This design comes from an exercise in tuning for a short achievable clock period and few clock cycles on the open sky130 flow, not from production work. In this exercise RTL edits were held to simulation tests only and were not proved equivalent to the original. Power and IR drop assume default switching activity.

### design/flow/run.sh
#!/bin/bash
# synth_recipe.tcl (not shown) runs the flow's synth.tcl, then flattens the netlist and writes it again
# the make line also repeats each setting of config.mk as NAME=value (left out here)
make -C /OpenROAD-flow-scripts/flow DESIGN_CONFIG=/design/flow/config.mk WORK_HOME=/design/flow/orfs CLKGATE_MAP_FILE= SYNTH_SCRIPT=/design/flow/synth_recipe.tcl finish
### design/flow/config.mk
export PLATFORM = sky130hd
export DESIGN_NAME = dcache_top
export DESIGN_NICKNAME = dcache_top
export VERILOG_FILES = /design/flow/design.v
export SDC_FILE = /design/flow/constraint.sdc
export NUM_CORES = 4
export LEC_CHECK = 0
export ABC_CLOCK_PERIOD_IN_PS = 2500
export CAP_MARGIN = 20
export CORE_MARGIN = 2
export CORE_UTILIZATION = 40
export SETUP_SLACK_MARGIN = 5
export SLEW_MARGIN = 20
### design/flow/design.v
`timescale 1ns/1ps
module dcache_top (
        input  logic        CLK,
        input  logic        nRST,
        input  logic        cpu_read,
        input  logic        cpu_write,
        input  logic [31:0] cpu_addr,
        input  logic [31:0] cpu_wdata,
        input  logic        halt,
        output logic        dhit,
        output logic        flushed,
        output logic [31:0] dmemload,
        output logic        mem_read,
        output logic        mem_write,
        output logic [31:0] mem_addr,
        output logic [31:0] mem_wdata,
        input  logic        dwait,
        input  logic [31:0] dload
);
        logic [25:0] tag_q [16];
        logic [31:0] d0_q [16];
        logic [31:0] d1_q [16];
        logic [15:0] valid_q, dirty_q;
        logic [7:0]  lru_q;             
        localparam logic [1:0] C_IDLE = 2'd0;
        localparam logic [1:0] C_LOAD = 2'd1;   
        localparam logic [1:0] C_FLUSH = 2'd2;
        localparam logic [1:0] C_DONE = 2'd3;
        logic [1:0]  cst_q;
        logic        dhit_q;
        logic [31:0] dmemload_q;
        logic        flushed_q;
        logic        cm_hit_q, cm_miss_q, cm_store_q, cm_wd_q;
        logic [3:0]  cm_k_q;
        logic [31:0] cm_wdata_q;
        logic        mem_read_q, mem_write_q;
        logic [31:0] mem_addr_q, mem_wdata_q;
        logic        e_wb1_q;           
        logic [3:0]  e_k_q;             
        logic [25:0] e_tag_q;           
        logic        e_wd_q, e_store_q;
        logic [31:0] e_wdata_q;
        assign dhit = dhit_q;
        assign dmemload = dmemload_q;
        assign flushed = flushed_q;
        assign mem_read = mem_read_q;
        assign mem_write = mem_write_q;
        assign mem_addr = mem_addr_q;
        assign mem_wdata = mem_wdata_q;
        logic [2:0]  idx;
        logic [25:0] tg;
        logic        wd;
        logic [15:0] match;
        logic        hw0, hw1, hit_any;
        logic        e_busy, e_accept, e_finish, conflict, req, fresh;
        logic        miss_go, hit_go;
        logic        vw;
        logic [3:0]  vk;
        logic        vdirty;
        logic [31:0] rd0, rd1;
        assign idx = cpu_addr[5:3];
        assign tg = cpu_addr[31:6];
        assign wd = cpu_addr[2];
        always_comb begin
                for (int k = 0; k < 16; k++) begin
                        match[k] = valid_q[k] && (tag_q[k] == tg);
                end
        end
        always_comb begin
                hw0 = 1'b0;
                hw1 = 1'b0;
                for (int s = 0; s < 8; s++) begin
                        if (idx == 3'(s)) begin
                                hw0 = match[2*s];
                                hw1 = match[2*s+1];
                        end
                end
        end
        assign hit_any = hw0 | hw1;
        assign e_busy = mem_read_q | mem_write_q;
        assign e_accept = e_busy & ~dwait;
        assign e_finish = mem_read_q & mem_addr_q[2] & ~dwait;
        assign conflict = e_busy && (cpu_addr[31:3] == {e_tag_q, e_k_q[3:1]});
        assign fresh = (cst_q == C_IDLE) && !dhit_q;
        assign req = (cpu_read || cpu_write) && fresh;
        assign hit_go = req && hit_any && !conflict;
        assign miss_go = req && !hit_any && !conflict && (!e_busy || e_finish);
        assign vw = lru_q[idx];
        assign vk = {idx, vw};
        assign vdirty = valid_q[vk] && dirty_q[vk];
        assign rd0 = wd ? d1_q[{idx, 1'b0}] : d0_q[{idx, 1'b0}];
        assign rd1 = wd ? d1_q[{idx, 1'b1}] : d0_q[{idx, 1'b1}];
        logic        fl_any;
        logic [3:0]  fl_k;
        always_comb begin
                fl_any = 1'b0;
                fl_k = '0;
                for (int k = 15; k >= 0; k--) begin
                        if (dirty_q[k]) begin
                                fl_any = 1'b1;
                                fl_k = 4'(k);
                        end
                end
        end
        logic fl_go, fl_next;
        assign fl_go = (cst_q == C_IDLE) && !dhit_q && halt && !e_busy;
        assign fl_next = (cst_q == C_FLUSH) && mem_write_q && e_wb1_q && !dwait;
        always_ff @(posedge CLK or negedge nRST) begin
                if (!nRST) begin
                        cst_q <= C_IDLE;
                        dhit_q <= 1'b0;
                        flushed_q <= 1'b0;
                        cm_hit_q <= 1'b0;
                        cm_miss_q <= 1'b0;
                        mem_read_q <= 1'b0;
                        mem_write_q <= 1'b0;
                        valid_q <= '0;
                        dirty_q <= '0;
                        lru_q <= '0;
                end else begin
                        dhit_q <= 1'b0;
                        cm_hit_q <= hit_go;
                        cm_miss_q <= miss_go;
                        if (cm_hit_q) begin
                                lru_q[cm_k_q[3:1]] <= ~cm_k_q[0];
                                if (cm_store_q) dirty_q[cm_k_q] <= 1'b1;
                        end
                        if (cm_miss_q) begin
                                lru_q[cm_k_q[3:1]] <= ~cm_k_q[0];
                                valid_q[cm_k_q] <= 1'b1;
                                dirty_q[cm_k_q] <= cm_store_q;
                        end
                        if (e_accept) begin
                                if (mem_write_q) begin
                                        if (!e_wb1_q) begin
                                        end else if (cst_q == C_FLUSH) begin
                                                if (fl_any) begin
                                                        dirty_q[fl_k] <= 1'b0;
                                                        valid_q[fl_k] <= 1'b0;
                                                end else begin
                                                        mem_write_q <= 1'b0;
                                                        flushed_q <= 1'b1;
                                                        cst_q <= C_DONE;
                                                end
                                        end else begin
                                                mem_write_q <= 1'b0;
                                                mem_read_q <= 1'b1;
                                        end
                                end else begin
                                        if (!mem_addr_q[2]) begin
                                                if (cst_q == C_LOAD && !e_wd_q) begin
                                                        dhit_q <= 1'b1;
                                                        cst_q <= C_IDLE;
                                                end
                                        end else begin
                                                mem_read_q <= 1'b0;
                                                if (cst_q == C_LOAD) begin
                                                        dhit_q <= 1'b1;
                                                        cst_q <= C_IDLE;
                                                end
                                        end
                                end
                        end
                        if (hit_go) begin
                                dhit_q <= 1'b1;
                        end
                        if (miss_go) begin
                                mem_write_q <= vdirty;
                                mem_read_q <= !vdirty;
                                if (cpu_write) begin
                                        dhit_q <= 1'b1;
                                end else begin
                                        cst_q <= C_LOAD;
                                end
                        end
                        if (fl_go) begin
                                if (fl_any) begin
                                        mem_write_q <= 1'b1;
                                        cst_q <= C_FLUSH;
                                        dirty_q[fl_k] <= 1'b0;
                                        valid_q[fl_k] <= 1'b0;
                                end else begin
                                        flushed_q <= 1'b1;
                                        cst_q <= C_DONE;
                                end
                        end
                end
        end
        always_ff @(posedge CLK) begin
                if (fresh) begin
                        cm_k_q <= {idx, hw1};
                        cm_store_q <= cpu_write;
                        cm_wd_q <= wd;
                        cm_wdata_q <= cpu_wdata;
                        dmemload_q <= hw1 ? rd1 : rd0;
                end
                if (miss_go) begin
                        cm_k_q <= vk;
                end
                if (cst_q == C_LOAD) begin
                        dmemload_q <= dload;
                end
                if (cm_hit_q && cm_store_q) begin
                        if (cm_wd_q) d1_q[cm_k_q] <= cm_wdata_q;
                        else d0_q[cm_k_q] <= cm_wdata_q;
                end
                if (cm_miss_q) begin
                        tag_q[cm_k_q] <= e_tag_q;
                end
                if (e_accept) begin
                        if (mem_write_q) begin
                                if (!e_wb1_q) begin
                                        e_wb1_q <= 1'b1;
                                        mem_addr_q[2] <= 1'b1;
                                        mem_wdata_q <= d1_q[e_k_q];
                                end else if (cst_q == C_FLUSH) begin
                                        e_wb1_q <= 1'b0;
                                        e_k_q <= fl_k;
                                        mem_addr_q <= {tag_q[fl_k], fl_k[3:1], 3'b000};
                                        mem_wdata_q <= d0_q[fl_k];
                                end else begin
                                        mem_addr_q <= {e_tag_q, e_k_q[3:1], 3'b000};
                                end
                        end else begin
                                if (!mem_addr_q[2]) begin
                                        d0_q[e_k_q] <= (e_store_q && !e_wd_q) ? e_wdata_q : dload;
                                        mem_addr_q[2] <= 1'b1;
                                end else begin
                                        d1_q[e_k_q] <= (e_store_q && e_wd_q) ? e_wdata_q : dload;
                                end
                        end
                end
                if (miss_go) begin
                        e_k_q <= vk;
                        e_tag_q <= tg;
                        e_wd_q <= wd;
                        e_store_q <= cpu_write;
                        e_wdata_q <= cpu_wdata;
                        e_wb1_q <= 1'b0;
                        mem_addr_q <= {(vdirty ? tag_q[vk] : tg), idx, 3'b000};
                        mem_wdata_q <= d0_q[vk];
                end
                if (fl_go) begin
                        e_wb1_q <= 1'b0;
                        e_k_q <= fl_k;
                        mem_addr_q <= {tag_q[fl_k], fl_k[3:1], 3'b000};
                        mem_wdata_q <= d0_q[fl_k];
                end
        end
endmodule
### design/flow/constraint.sdc
create_clock -name core_clock -period 8.0 [get_ports {CLK}]
set_input_delay 1.6000 -clock core_clock [delete_from_list [all_inputs] [get_ports {CLK}]]
set_output_delay 1.6000 -clock core_clock [all_outputs]
set_load 0.01 [all_outputs]
==> run summary <==
[layout by cell type, fill, tap and decap left out, types with 23 or more instances in the layout]
cell,synthesis,routed
mux2i_4,0,47
buf_16,0,64
xor2_1,81,68
xnor2_1,372,271
dfrtp_1,48,41
mux4_2,568,567
o21ai_1,4,405
clkdlybuf4s50_1,0,65
nor2_4,0,31
a21oi_2,1,527
clkinv_1,0,49
buf_6,4,107
xnor2_2,0,67
clkbuf_1,557,44
o22ai_1,51,23
mux2i_2,0,35
buf_8,0,42
buf_2,116,82
and3_1,74,69
nand2_1,1256,1228
mux2i_1,375,293
a21oi_1,835,303
a31oi_1,52,51
nand2b_1,36,31
buf_4,38,358
nand3_1,371,362
buf_12,0,112
nor2_1,773,739
xnor2_4,0,34
o21ai_0,471,44
a32oi_1,60,59
nand4_1,147,147
o31ai_1,30,29
edfxtp_1,1635,1635
clkbuf_16,0,209
clkinv_2,0,27
nor3_1,51,27
[worst reg2reg max path, stage by stage (launching register included)]
cell	delay, ns
dfrtp_1	0.43
or4_4	0.54
o221ai_4	0.17
and3_4	0.38
buf_12	0.32
buf_8	0.40
nand2_1	0.13
nand3_1	0.10
a21oi_1	0.06
nor3_1	0.61
a2111oi_0	0.18
o22ai_1	0.25
[area by class of cell]
class                           count  area (um^2)  area share
Sequential cell                  1689        50450      0.4193
Multi-Input combinational cell   5917        48760      0.4053
Timing Repair Buffer              871        10720     0.08910
Clock buffer                      241         5050     0.04197
Tap cell                         3167         3963     0.03294
Clock inverter                    113         1190    0.009890
Inverter                           22        126.4    0.001050
Timing Repair inverter              3        26.28   0.0002184
Antenna cell                       10        25.02   0.0002080
[sequential cells by signal, summed over array words and instances (netlist names), 2 cells and up, named ones only]
signal,cells
d1_q,512
valid_q,16
dmemload_q,32
e_k_q,4
tag_q,416
mem_addr_q,30
e_tag_q,26
cst_q,2
mem_wdata_q,32
cm_k_q,4
d0_q,512
lru_q,8
dirty_q,16
cm_wdata_q,32
e_wdata_q,32
[Yosys cell counts (113+ instances only)]
| library cell | number | area [um^2] |
|---|---|---|
| xnor2_1 | 372 | 3258 |
| buf_1 | 113 | 424.2 |
| mux2i_1 | 375 | 3754 |
| buf_2 | 116 | 580.6 |
| mux4_2 | 568 | 12790 |
| a21oi_1 | 835 | 4179 |
| nand2_1 | 1256 | 4715 |
| nand4_1 | 147 | 919.6 |
| edfxtp_1 | 1635 | 49100 |
| o21ai_0 | 471 | 2357 |
| nor2_1 | 773 | 2902 |
| nand3_1 | 371 | 1857 |
| clkbuf_1 | 557 | 2091 |
[worst max-delay path by stage]
stage	start	endpoint	slack [ns]	depth (start not counted)
after floorplan	cpu_addr[9]	mem_wdata_q[0]	3.23	10
after global placement	cpu_addr[13]	e_wdata_q[23]	1.09	12
after global routing	cpu_addr[26]	mem_wdata_q[28]	4.20	14
after CTS	cpu_addr[4]	mem_wdata_q[28]	4.35	12
final	cpu_addr[7]	mem_wdata_q[28]	4.18	13
after detailed placement	cpu_addr[28]	e_wdata_q[23]	1.44	12
[cell families (layout without fill, tap and decap cells)]
family / count (synthesis) / in the layout
buffers and inverters: 850 / 1250
adders and majority gates: 10 / 10
xor gates and xnor gates: 453 / 453
and+or+nand+nor: 2828 / 2844
AOI/OAI and AO/OA: 1650 / 1653
muxes: 952 / 955
other: 1 / 12
DFF: 1689 / 1689
[metrics by stage]
stage	total power [mW]	worst slack (ns)
finish	33.31	4.182
global route	34.00	4.200
CTS	32.35	4.355
detailed placement	21.65	1.441
global placement	21.50	1.090
floorplan	18.11	3.231
[metal layers]
layer,vias to the layer above,routed length (um),track usage
met5,-,181,0
met1,40190,150600,0.4324
met4,23,44730,0.2761
met2,7222,204600,0.5500
li1,32290,-,-
met3,1988,63580,0.1102
[power by group through the flow]
stage          clock [mW]  sequential, mW  combinational (mW)
2_1_floorplan           0            11.0                7.13
3_3_place_gp            0            11.5                9.97
3_5_place_dp            0            11.5                10.1
4_1_cts              8.95            11.3                12.1
5_1_grt              9.26            11.3                13.4
6_report             8.95            11.3                13.1
[repair_timing]
item,in CTS,in global routing
gates cloned,74,22
resized for setup,1175,225
buffers inserted,243,63
endpoints found under the setup margin,2414,883
pin swaps,108,59
==> run summary <==
worst setup path category: in2reg
# DRC: 0
Main synth FF type: edfxtp_1
max capacitance violation total: 0
I/O pin count: 202
compound-cell area share of the yosys netlist: 0.09618
class of the most critical hold timing path: reg2reg
Setup crit start kind: input port
number of H-tree branching levels: 4
number of cells traversed by the worst register-to-register path: 11
Via density: 6.791
Final Cycle Share: 0.4773
final RePlAce weighted congestion: 0.9835
share of cells above drive strength 1: 0.3037
final total negative setup slack: 0 ns
launch instance of the worst register-to-register path: dirty_q[12]
Final Slew Violations: 0
clock latency reported for the late side of the worst-skew pair: 0.91 ns
Final Non-Filler Cells: 12,030
Hold EP: flushed_q
post-synthesis share of cell area spent on full adders, half adders and majority gates: 0.001303
worst-case register-to-register setup slack: 4.26 ns
Warnings, synthesis: 1
number of synthesized flops with an enable pin: 1,635
cell breakdown of the critical path: buf_8, xnor2_2, nand4_1, nor3_2, nand4_1, a31oi_4, o21ai_4, nand2_4, clkinvlp_4, buf_6, buf_6, a211o_4, buf_12
post-route minimum period: 3.818 ns
overall die height: 494.0 um
Layout Cell Area excl Fill: 0.1203 mm^2
starting density of the core: 0.4030
fraction of synthesized cell area in xor and xnor cells: 0.04131
worst hold slack across all endpoints: 0.4635 ns
global-route wire length before repair: 615,000 um
Post-Synth Simple-Gate Area: 0.1263
number of storage elements in the synthesis netlist: 1,689
number of design-rule violations left by the first detailed-router iteration: 14,220
detailed-route wire length per cell: 38.54 um
clock input transition at the sequential cells of the worst setup and hold paths: 0.06 ns
Setup Skew: 0.08557 ns
Filler cells: 20,260
half-perimeter wire length after placement: 254,800 um
area of the die: 0.2440 mm^2
Post-Route Utilization: 0.5049
buffer and inverter count on the worst path: 5
count of input and output buffers: 197
largest family of logic cells by synthesized area: multiplexers
part of the total power dissipated in the clock network: 0.269
arrival time worst endpoint: 4.42 ns
overall global routing resource usage: 0.3623
sinks on the clock net: 1,689
outcome: timing/DRC/antenna clean
Antenna Nets Post-Route: 0
number of hold violations in the final report: 0
initial antenna violation count: 27
cell area reported after detailed placement: 0.1041 mm^2
number of cells on the worst hold path: 1
proportion of synthesized area in mux cells: 0.1734
Post-CTS Hold Buffers: 0
largest net degree at the start of global routing: 114
clock tree from TritonCTS: done
clock root buffer master: clkbuf_16
Seq pwr share: 0.339
placed cell count: 11,250
number of buffers created by CTS: 192
VDD IR max: 327.3 uV
highest attainable clock frequency: 261.9 MHz
worst-path maximum fanout: 19
proportion of register bits with asynchronous set or reset after synthesis: 0.02842
worst-margin pin slew: 1.212 ns
endpoint class of the critical path: register
final wirelength: 463,700 um
fraction of power spent switching nets: 0.3811
endpoint of the worst register-to-register path: mem_addr_q[10]
RSZ-0062 raised after global routing: true
routed vias: 81,710
slowest CP cell: xnor2_2
areal power density over the cells: 276.8 mW/mm^2
aggregate global routing overflow: 0
Netlist Area Pre-Place: 0.09604 mm^2
maximum number of buffers from clock root to sink: 3
placeable core area: 0.2383 mm^2
synthesis-to-finish area growth: 25.26%
Initial DRT Pass Iterations: 8
count of cell types in the netlist: 69
design internal power: 20.61 mW
relative slew slack: 0.1919
combinational fraction of design power: 0.392
data required time at the worst endpoint: 8.61 ns
Worst Hold Launch: flushed_q
Rows: 179
Post-Synthesis Mean Instance Area: 11.39 um^2
final setup violation count: 0
Cells after Synth: 8,433
register area share after synthesis: 0.5250
largest stage delay on the critical path: 0.40 ns
kind of cell with the highest combined delay on the critical path: compound AO/OA/AOI/OAI gates
die width: 494.0 um
Switching Power: 12.69 mW
count of nets after finishing: 8,808
Leakage Power: 40.49 nW
via count of the first global-routing pass: 75,820
Testbench counts, summed over its fixed seeds: cycles 43,491.

## separate check: timing with driven ports
How much do the figures lean on ideal ports? The routed layout below was timed once more, with nothing changed but the port constraints.
Step 1: set_driving_cell puts a clkbuf_16 on CLK and a buf_2 on each other input, an assumption about the parent block.
Step 2 also shifts input and output timing later by t, the mid clock arrival at the registers, as if the neighbouring blocks saw the same clock.
a / b / c = ideal ports / drivers / drivers and shift; a / b = the first two.
t (ns): 0.974
slack for setup (ns): 4.182 / 3.925 / 2.951
hold WS [ns]: 0.463 / 0.463 / 0.463
worst setup path at the end: input to register
worst slew at a driven data input, ns: 0.53
After both steps setup and hold are still met in this run. The setup slack of this run moves by -0.257 ns with the drivers and by -1.231 ns with both steps.
